From an optimization exercise on the open Yosys and OpenROAD flow, aimed at small area, a short achievable clock period and few clock cycles per item; shortcuts taken in it are not production practice. Only simulation tests tie the RTL to the original design; equivalence was not proved.

`flow/run.sh`:
```
#!/bin/bash
# synth_recipe.tcl (not shown) runs the flow's synth.tcl, then flattens the netlist and writes it again
# the make line also repeats each setting of config.mk as NAME=value (left out here)
make -C /OpenROAD-flow-scripts/flow DESIGN_CONFIG=/design/flow/config.mk WORK_HOME=/design/flow/orfs CLKGATE_MAP_FILE= SYNTH_SCRIPT=/design/flow/synth_recipe.tcl finish
```
`flow/config.mk`:
```
export PLATFORM = sky130hd
export DESIGN_NAME = sw_top
export DESIGN_NICKNAME = sw_top
export VERILOG_FILES = /design/flow/design.v
export SDC_FILE = /design/flow/constraint.sdc
export NUM_CORES = 4
export LEC_CHECK = 0
export CAP_MARGIN = 20
export CORE_MARGIN = 2
export CORE_UTILIZATION = 40
export SLEW_MARGIN = 20
```
`flow/constraint.sdc`:
```
create_clock -name core_clock -period 55.0 [get_ports {clk}]
set_input_delay 11.0000 -clock core_clock [delete_from_list [all_inputs] [get_ports {clk}]]
set_output_delay 11.0000 -clock core_clock [all_outputs]
set_load 0.01 [all_outputs]
```
`flow/design.v`:
```
package sw_pkg;
    localparam int SCORE_W = 8;
    localparam logic signed [SCORE_W-1:0] MATCH      = 8'sd2;
    localparam logic signed [SCORE_W-1:0] MISMATCH   = -8'sd1;
    localparam logic signed [SCORE_W-1:0] GAP_OPEN   = -8'sd2;   
    localparam logic signed [SCORE_W-1:0] GAP_EXTEND = -8'sd1;   
endpackage
`timescale 1ns/1ps
module sw_pe (
    input  logic       clk,
    input  logic       reset,
    input  logic [1:0] query_i,      
    input  logic [1:0] ref_i,
    input  logic       ref_valid_i,
    input  logic [6:0] h_left_i,     
    input  logic       i_left_i,     
    output logic [1:0] ref_o,
    output logic       ref_valid_o,
    output logic [6:0] h_o,          
    output logic       i_o           
);
    function automatic [3:0] add4(input [3:0] x, input [3:0] y, input ci);
        reg c;
        integer k;
        begin
            c = ci;
            for (k = 0; k < 4; k = k + 1)
            begin
                add4[k] = x[k] ^ y[k] ^ c;
                c       = (x[k] & y[k]) | (c & (x[k] ^ y[k]));
            end
        end
    endfunction
    function automatic ge4s(input [3:0] x, input [3:0] y);
        reg c;
        reg [3:0] xx, yy;
        integer k;
        begin
            xx = {~x[3], x[2:0]};
            yy = {~y[3], y[2:0]};
            c  = 1'b1;
            for (k = 0; k < 4; k = k + 1)
                c = (xx[k] & ~yy[k]) | (c & (xx[k] | ~yy[k]));
            ge4s = c;
        end
    endfunction
    logic [1:0] query_q;
    logic [1:0] query_cur;
    logic [2:0] b_q;                 
    logic       d_q;                 
    logic       first;
    logic [3:0] b, a;
    logic [3:0] cs, ci, cd;
    logic       i_top, d_top;
    logic [3:0] dlt, eps;
    logic [6:0] sum;
    logic       cy;
    logic [6:0] h_new;
    logic [3:0] b_new;
    integer     k;
    assign first     = ref_valid_i && !ref_valid_o;
    assign query_cur = first ? query_i : query_q;
    assign b  = add4({1'b0, b_q}, 4'b1110, 1'b0);
    assign a  = add4(add4(h_left_i[3:0], ~h_o[3:0], 1'b1), b, 1'b0);
    assign cs = (ref_i == query_cur) ? 4'd2 : 4'hf;
    assign ci = add4(a, {3'b111, i_left_i}, 1'b0);
    assign cd = add4(b, {3'b111, d_q}, 1'b0);
    assign i_top = ge4s(ci, cs) && ge4s(ci, cd);
    assign d_top = ge4s(cd, cs) && ge4s(cd, ci);
    assign dlt   = i_top ? ci : (d_top ? cd : cs);
    assign eps   = add4(dlt, ~b, 1'b1);
    always_comb
    begin
        cy = 1'b0;
        for (k = 0; k < 7; k = k + 1)
        begin
            sum[k] = h_o[k] ^ eps[(k < 3) ? k : 3] ^ cy;
            cy     = (h_o[k] & eps[(k < 3) ? k : 3]) | (cy & (h_o[k] ^ eps[(k < 3) ? k : 3]));
        end
    end
    assign h_new = (eps[3] && !cy) ? 7'd0 : sum;
    assign b_new = add4(h_new[3:0], ~h_left_i[3:0], 1'b1);
    always_ff @(posedge clk or posedge reset)
    begin
        if (reset)
            ref_valid_o <= 1'b0;
        else
            ref_valid_o <= ref_valid_i;
    end
    always_ff @(posedge clk)
    begin
        ref_o   <= ref_i;
        query_q <= query_cur;
        if (ref_valid_i)
        begin
            h_o <= h_new;
            b_q <= add4(b_new, 4'd2, 1'b0);
            i_o <= i_top;
            d_q <= d_top;
        end
        else
        begin
            h_o <= 7'd0;
            b_q <= 3'd2;
            i_o <= 1'b0;
            d_q <= 1'b0;
        end
    end
endmodule
`timescale 1ns/1ps
module sw_array #(
    parameter int NUM_QUERY = 32
)
(
    input  logic                   clk,
    input  logic                   reset,
    input  logic [1:0]             data_query_i,
    input  logic [1:0]             data_ref_i,
    input  logic                   ref_valid_i,
    output logic [7*NUM_QUERY-1:0] h_all_o,        
    output logic [NUM_QUERY-1:0]   cell_valid_o
);
    logic [1:0] ref_chain [NUM_QUERY+1];
    logic       vld_chain [NUM_QUERY+1];
    logic [6:0] h_chain   [NUM_QUERY+1];
    logic       i_chain   [NUM_QUERY+1];
    assign ref_chain[0] = data_ref_i;
    assign vld_chain[0] = ref_valid_i;
    assign h_chain[0]   = '0;
    assign i_chain[0]   = 1'b0;
    for (genvar k = 0; k < NUM_QUERY; k++)
    begin : g_cell
        sw_pe u_pe (
            .clk         (clk),
            .reset       (reset),
            .query_i     (data_query_i),
            .ref_i       (ref_chain[k]),
            .ref_valid_i (vld_chain[k]),
            .h_left_i    (h_chain[k]),
            .i_left_i    (i_chain[k]),
            .ref_o       (ref_chain[k+1]),
            .ref_valid_o (vld_chain[k+1]),
            .h_o         (h_chain[k+1]),
            .i_o         (i_chain[k+1])
        );
        assign h_all_o[7*k +: 7] = h_chain[k+1];
        assign cell_valid_o[k]   = vld_chain[k+1];
    end
endmodule
`timescale 1ns/1ps
module sw_ctrl #(
    parameter int NUM_REF   = 64,
    parameter int NUM_QUERY = 32
)
(
    input  logic       clk,
    input  logic       reset,
    input  logic       valid_i,
    input  logic [1:0] data_ref_i,
    input  logic [1:0] data_query_i,
    input  logic       first_valid_i,    
    input  logic       last_valid_i,     
    input  logic       last_prev_i,      
    output logic       valid_o,
    output logic [1:0] ref_o,
    output logic [1:0] query_o,
    output logic       clear_o,
    output logic       finish_o
);
    always_ff @(posedge clk or posedge reset)
    begin
        if (reset)
        begin
            valid_o  <= 1'b0;
            finish_o <= 1'b0;
        end
        else
        begin
            valid_o  <= valid_i;
            finish_o <= last_valid_i && !last_prev_i;
        end
    end
    always_ff @(posedge clk)
    begin
        ref_o   <= data_ref_i;
        query_o <= data_query_i;
    end
    assign clear_o = valid_o && !first_valid_i;
endmodule
`timescale 1ns/1ps
module sw_max_tracker #(
    parameter int NUM_REF   = 64,
    parameter int NUM_QUERY = 32
)
(
    input  logic                                 clk,
    input  logic                                 clear_i,
    input  logic [7*NUM_QUERY-1:0]               h_all_i,    
    output logic signed [7:0]                    max_o,
    output logic [$clog2(NUM_REF + 1)-1:0]       pos_ref_o,
    output logic [$clog2(NUM_QUERY + 1)-1:0]     pos_query_o
);
    localparam int DIAG_W = $clog2(NUM_REF + NUM_QUERY + 1);
    localparam int REF_W  = $clog2(NUM_REF + 1);
    localparam int QRY_W  = $clog2(NUM_QUERY + 1);
    localparam int IDX_W  = $clog2(NUM_QUERY);
    localparam int LEVELS = $clog2(NUM_QUERY);
    logic [DIAG_W-1:0] diag;     
    function automatic ge7(input [6:0] x, input [6:0] y);
        reg c;
        integer k;
        begin
            c = 1'b1;
            for (k = 0; k < 7; k = k + 1)
                c = (x[k] & ~y[k]) | (c & (x[k] | ~y[k]));
            ge7 = c;
        end
    endfunction
    logic [6:0]       tv [LEVELS+1][NUM_QUERY];
    logic [IDX_W-1:0] ti [LEVELS+1][NUM_QUERY];
    always_comb
    begin
        for (int k = 0; k < NUM_QUERY; k++)
        begin
            tv[0][k] = h_all_i[7*k +: 7];
            ti[0][k] = IDX_W'(k);
        end
        for (int l = 0; l < LEVELS; l++)
        begin
            for (int k = 0; k < (NUM_QUERY >> (l + 1)); k++)
            begin
                if (ge7(tv[l][2*k], tv[l][2*k+1]))
                begin
                    tv[l+1][k] = tv[l][2*k];
                    ti[l+1][k] = ti[l][2*k];
                end
                else
                begin
                    tv[l+1][k] = tv[l][2*k+1];
                    ti[l+1][k] = ti[l][2*k+1];
                end
            end
            for (int k = (NUM_QUERY >> (l + 1)); k < NUM_QUERY; k++)
            begin
                tv[l+1][k] = '0;
                ti[l+1][k] = '0;
            end
        end
    end
    logic [6:0]       best_h;
    logic [IDX_W-1:0] best_idx;
    assign best_h   = tv[LEVELS][0];
    assign best_idx = ti[LEVELS][0];
    always_ff @(posedge clk)
    begin
        if (clear_i)
        begin
            diag        <= DIAG_W'(2);
            max_o       <= '0;
            pos_ref_o   <= '0;
            pos_query_o <= '0;
        end
        else
        begin
            diag <= diag + 1'b1;
            if (!ge7(max_o[6:0], best_h))
            begin
                max_o       <= {1'b0, best_h};
                pos_ref_o   <= REF_W'(diag - DIAG_W'(best_idx) - DIAG_W'(1));
                pos_query_o <= QRY_W'(best_idx) + QRY_W'(1);
            end
        end
    end
endmodule
`timescale 1ns/1ps
module sw_top #(
    parameter int NUM_REF   = 64,
    parameter int NUM_QUERY = 32
)
(
    input  logic                             clk,
    input  logic                             reset,
    input  logic                             valid_i,
    input  logic [1:0]                       data_ref_i,
    input  logic [1:0]                       data_query_i,
    output logic                             finish_o,
    output logic signed [7:0]                max_o,
    output logic [$clog2(NUM_REF + 1)-1:0]   pos_ref_o,
    output logic [$clog2(NUM_QUERY + 1)-1:0] pos_query_o
);
    logic                   valid_q;
    logic [1:0]             ref_q;
    logic [1:0]             query_q;
    logic                   clear;
    logic [7*NUM_QUERY-1:0] h_all;
    logic [NUM_QUERY-1:0]   cell_valid;
    sw_ctrl #(
        .NUM_REF   (NUM_REF),
        .NUM_QUERY (NUM_QUERY)
    ) u_ctrl (
        .clk           (clk),
        .reset         (reset),
        .valid_i       (valid_i),
        .data_ref_i    (data_ref_i),
        .data_query_i  (data_query_i),
        .first_valid_i (cell_valid[0]),
        .last_valid_i  (cell_valid[NUM_QUERY-1]),
        .last_prev_i   (cell_valid[NUM_QUERY-2]),
        .valid_o       (valid_q),
        .ref_o         (ref_q),
        .query_o       (query_q),
        .clear_o       (clear),
        .finish_o      (finish_o)
    );
    sw_array #(
        .NUM_QUERY (NUM_QUERY)
    ) u_array (
        .clk          (clk),
        .reset        (reset),
        .data_query_i (query_q),
        .data_ref_i   (ref_q),
        .ref_valid_i  (valid_q),
        .h_all_o      (h_all),
        .cell_valid_o (cell_valid)
    );
    sw_max_tracker #(
        .NUM_REF   (NUM_REF),
        .NUM_QUERY (NUM_QUERY)
    ) u_tracker (
        .clk         (clk),
        .clear_i     (clear),
        .h_all_i     (h_all),
        .max_o       (max_o),
        .pos_ref_o   (pos_ref_o),
        .pos_query_o (pos_query_o)
    );
endmodule
```
==> results.toml <==
[layout]
nFillCells = 12000
nets = 6450
drive_gt1_share_pct = 5.55
antenna_cells = 0
syn_to_final_growth_pct = 9.57

[logic_synthesis]
synth_edf_count = 0
synth_nets = 6384
ys.flop_type = "dfxtp_1"
syn-cell-area_um2 = 48800
avgSynthCellArea_um2 = 8.85
synth_top_area_share_pct = 22.1
ys_ff_latch = 573
ys_seq_area_share_pct = 23.8
ys_top_cells_by_count = "inv_1 (1003), dfxtp_1 (539), nor2_1 (460)"
ys.warnings.count = 14
synth_largest_area_cell = "dfxtp_1"
netlist_top_cells_area = "dfxtp_1 (22%), fa_1 (18%), ha_1 (11%), inv_1 (7.7%), xnor2_1 (3.9%)"
synthArstFlopShare_pct = 5.93
yosysMostFrequentCell = "inv_1"
synth_cell_types = 105
syn_inst = 5513

[die]
die_w_um = 353
num_rows = 128
die_area_um2 = 125000
die_h_um = 353
start_util_pct = 40.2
core_area_um2 = 121000
pin_count = 29

[worst_setup_path]
crit_buf_inv = 1
crit_cells = 1
cp-endpoint = "max_o[5]"
path_max_fanout = 3
cp_cell_sequence = "clkdlybuf4s50_1"
r2r_end = "u_tracker.pos_ref_o[5]"
arrival_ps = 1710
end_kind = "output pin"
cp_top_family = "buffers and inverters"
r2r_slack_ps = 44600
worst_setup_path_start_kind = "flip-flop"
required_ps = 44000
reg2regPathDepth = 36
cpPeakStageDelay_ps = 690
crit_slowest_cell = "clkdlybuf4s50_1"
r2r_start = "u_array.g_cell[2].u_pe.h_o[0]"
startpoint = "u_tracker.max_o[5]"
criticalPathCategory = "flip-flop to output pin"

[sta]
period_needed_ps = 12710
skew_ps = 41.1
grt_setup_unrepaired = "false"
period_share_pct = 23.1
finalHoldViolCount = 0
worst_slew_pin_slew_ps = 1020
slew_headroom_pct = 32.2
fmax_mhz = 78.7
final-max-slew-violation-count = 0
finalSetupViolCount = 0
setup_tns_ps = 0

[clock_tree]
cts_buffer_depth = 3
postCtsHoldBufs = 0
ctsResizeCount = 0
htreeDepth = 3
clkSlewWorstSetupHoldPaths_ps = 60
post_cts_buffers = 0
clock_sinks = 573
cts_tree = "yes"
insertion_delay_ps = 660
cts-buffers-inserted = 71
cts-root-buf = "clkbuf_16"

[run_status]
status = "complete, no violations"

[drt]
first_pass_iters = 6
drtIter0Drc = 2014
via_count = 36700
wirelength_um = 112000
wl_per_cell_um = 15.5
drc = 0
antenna_left = 0
via_per_inst = 5.06

[global_routing]
antenna_found_initial = 3
grt_overflow = 0
grt_usage_pct = 18.2
grt_max_degree = 35
grt_pass1_wl_um = 188000
grt_pass1_vias = 36800

[job]
drv_cap = 0

[placed_design]
placement.io_buffers = 27
dp_hpwl_um = 89900
place_congestion = 0.838

[hold_path]
hold_class = "flip-flop to flip-flop"
-- worst min path at each step --
stage	from	endpoint	cells after the start
after global routing	u_array.g_cell[15].u_pe.ref_o[1]	u_array.g_cell[16].u_pe.ref_o[1]	0
after CTS	u_array.g_cell[1].u_pe.ref_o[1]	u_array.g_cell[2].u_pe.ref_o[1]	0
final	u_array.g_cell[15].u_pe.ref_o[1]	u_array.g_cell[16].u_pe.ref_o[1]	0
after detailed placement	u_array.g_cell[1].u_pe.ref_o[1]	u_array.g_cell[2].u_pe.ref_o[1]	0
after global placement	u_array.g_cell[29].u_pe.ref_o[0]	u_array.g_cell[30].u_pe.ref_o[0]	0
after floorplan	u_ctrl.ref_o[0]	u_array.g_cell[0].u_pe.ref_o[0]	0
-- layer usage --
metal	vias to the layer above	share of wire, %	global-route usage (%)
met5	-	0	0
met4	0	2.7	5.57
met3	172	4.0	2.54
met2	621	47	30.2
met1	17700	47	24.5
li1	18200	-	-
-- stage by stage --
| step | std cells | cell area [um^2] | util (%) | setup slack [ps] | hold WS (ps) |
|---|---|---|---|---|---|
| 2_1_floorplan | 5513 | 48800 | - | 43250 | 349 |
| 3_3_place_gp | 7131 | 51000 | 42.0 | 42720 | 357 |
| 3_5_place_dp | 7131 | 51000 | 42.0 | 42730 | 359 |
| 4_1_cts | 7261 | 53500 | 44.1 | 42220 | 367 |
| 5_1_grt | 7261 | 53500 | 44.1 | 42230 | 372 |
| 6_report | 7261 | 53500 | 44.1 | 42290 | 363 |
-- registers in the layout, indices dropped and copies added, names as in the netlist, 7 cells and up --
name                             flops
u_array.g_cell.u_pe.h_o            223
u_array.g_cell.u_pe.i_o             31
u_tracker.diag                       7
u_array.g_cell.u_pe.ref_valid_o     32
u_tracker.pos_ref_o                  7
u_array.g_cell.u_pe.d_q             32
u_array.g_cell.u_pe.query_q         64
u_tracker.max_o                      7
u_array.g_cell.u_pe.b_q             96
u_array.g_cell.u_pe.ref_o           62
-- cell type report --
cell class                      count  area [um^2]  area share (%)
Multi-Input combinational cell   3886        33100            62.0
Sequential cell                   573        11600            21.8
Inverter                         1007         3780            7.07
Tap cell                         1625         2030            3.80
Clock buffer                       95         1990            3.72
Clock inverter                     35          522           0.976
Timing Repair Buffer               40          368           0.688
-- cells by family (layout without fill, tap and decap cells) --
| logic type | count (synthesis) | in the layout | synth area share (%) |
|---|---|---|---|
| other | 1 | 1 | 0.00768 |
| muxes | 241 | 241 | 5.21 |
| DFF | 573 | 573 | 23.8 |
| buffers and inverters | 1054 | 1177 | 8.25 |
| adders and majority gates | 916 | 916 | 30.1 |
| AOI/OAI and AO/OA | 1038 | 1038 | 13.3 |
| and+or+nand+nor | 1342 | 1342 | 13.1 |
| xor gates and xnor gates | 348 | 348 | 6.24 |
-- layout by cell type (no fill, tap or decap), drive strengths merged, types with 26 or more instances in the layout --
cell and n:
clkbuf 95, nand2b 63, maj3 52, mux2i 145, o31ai 28, or2 44, xnor2 219, xor2 129
inv 1010, a21o 26, mux2 96, dfxtp 539, a211oi 43, nand2 319, or3 42, nor3 45
and3 39, and2 127, clkdlybuf4s50 27, ha 419, a31oi 58, o21ai 363, dfrtp 34, nand3 40
a21oi 260, o21a 26, nor2b 110, nor2 460, fa 445, o22ai 29
Testbench counts, summed over its fixed seeds: cycles 31,040, items 320.

-- re-timing with driven ports --
No port has a modelled driver above. Below, the same layout with a new extraction and two added sets of constraints.
Step 1 assumes that a clkbuf_16 drives the clock port and a buf_2 every other input.
Step 2 moves the port delays by t, midway between the first and last clock arrival at a register: inputs arrive t later, outputs are due t later. That takes back most of the time a late clock gives input paths.
Three values: no drivers, after step 1, after step 2; two values: the first two.
t (ns): 0.713
setup WS [ns]: 42.289 / 42.213 / 42.791
worst setup path at the end: input, reset recovery
worst register clock-pin slew, ns: 0.06 / 0.06
worst data-port slew with drivers (ns): 0.03
After both steps this run still meets setup and hold. The setup slack of this run moves by -0.076 ns with the drivers and by +0.502 ns with both steps. The worst setup slack also covers recovery checks on asynchronous resets.
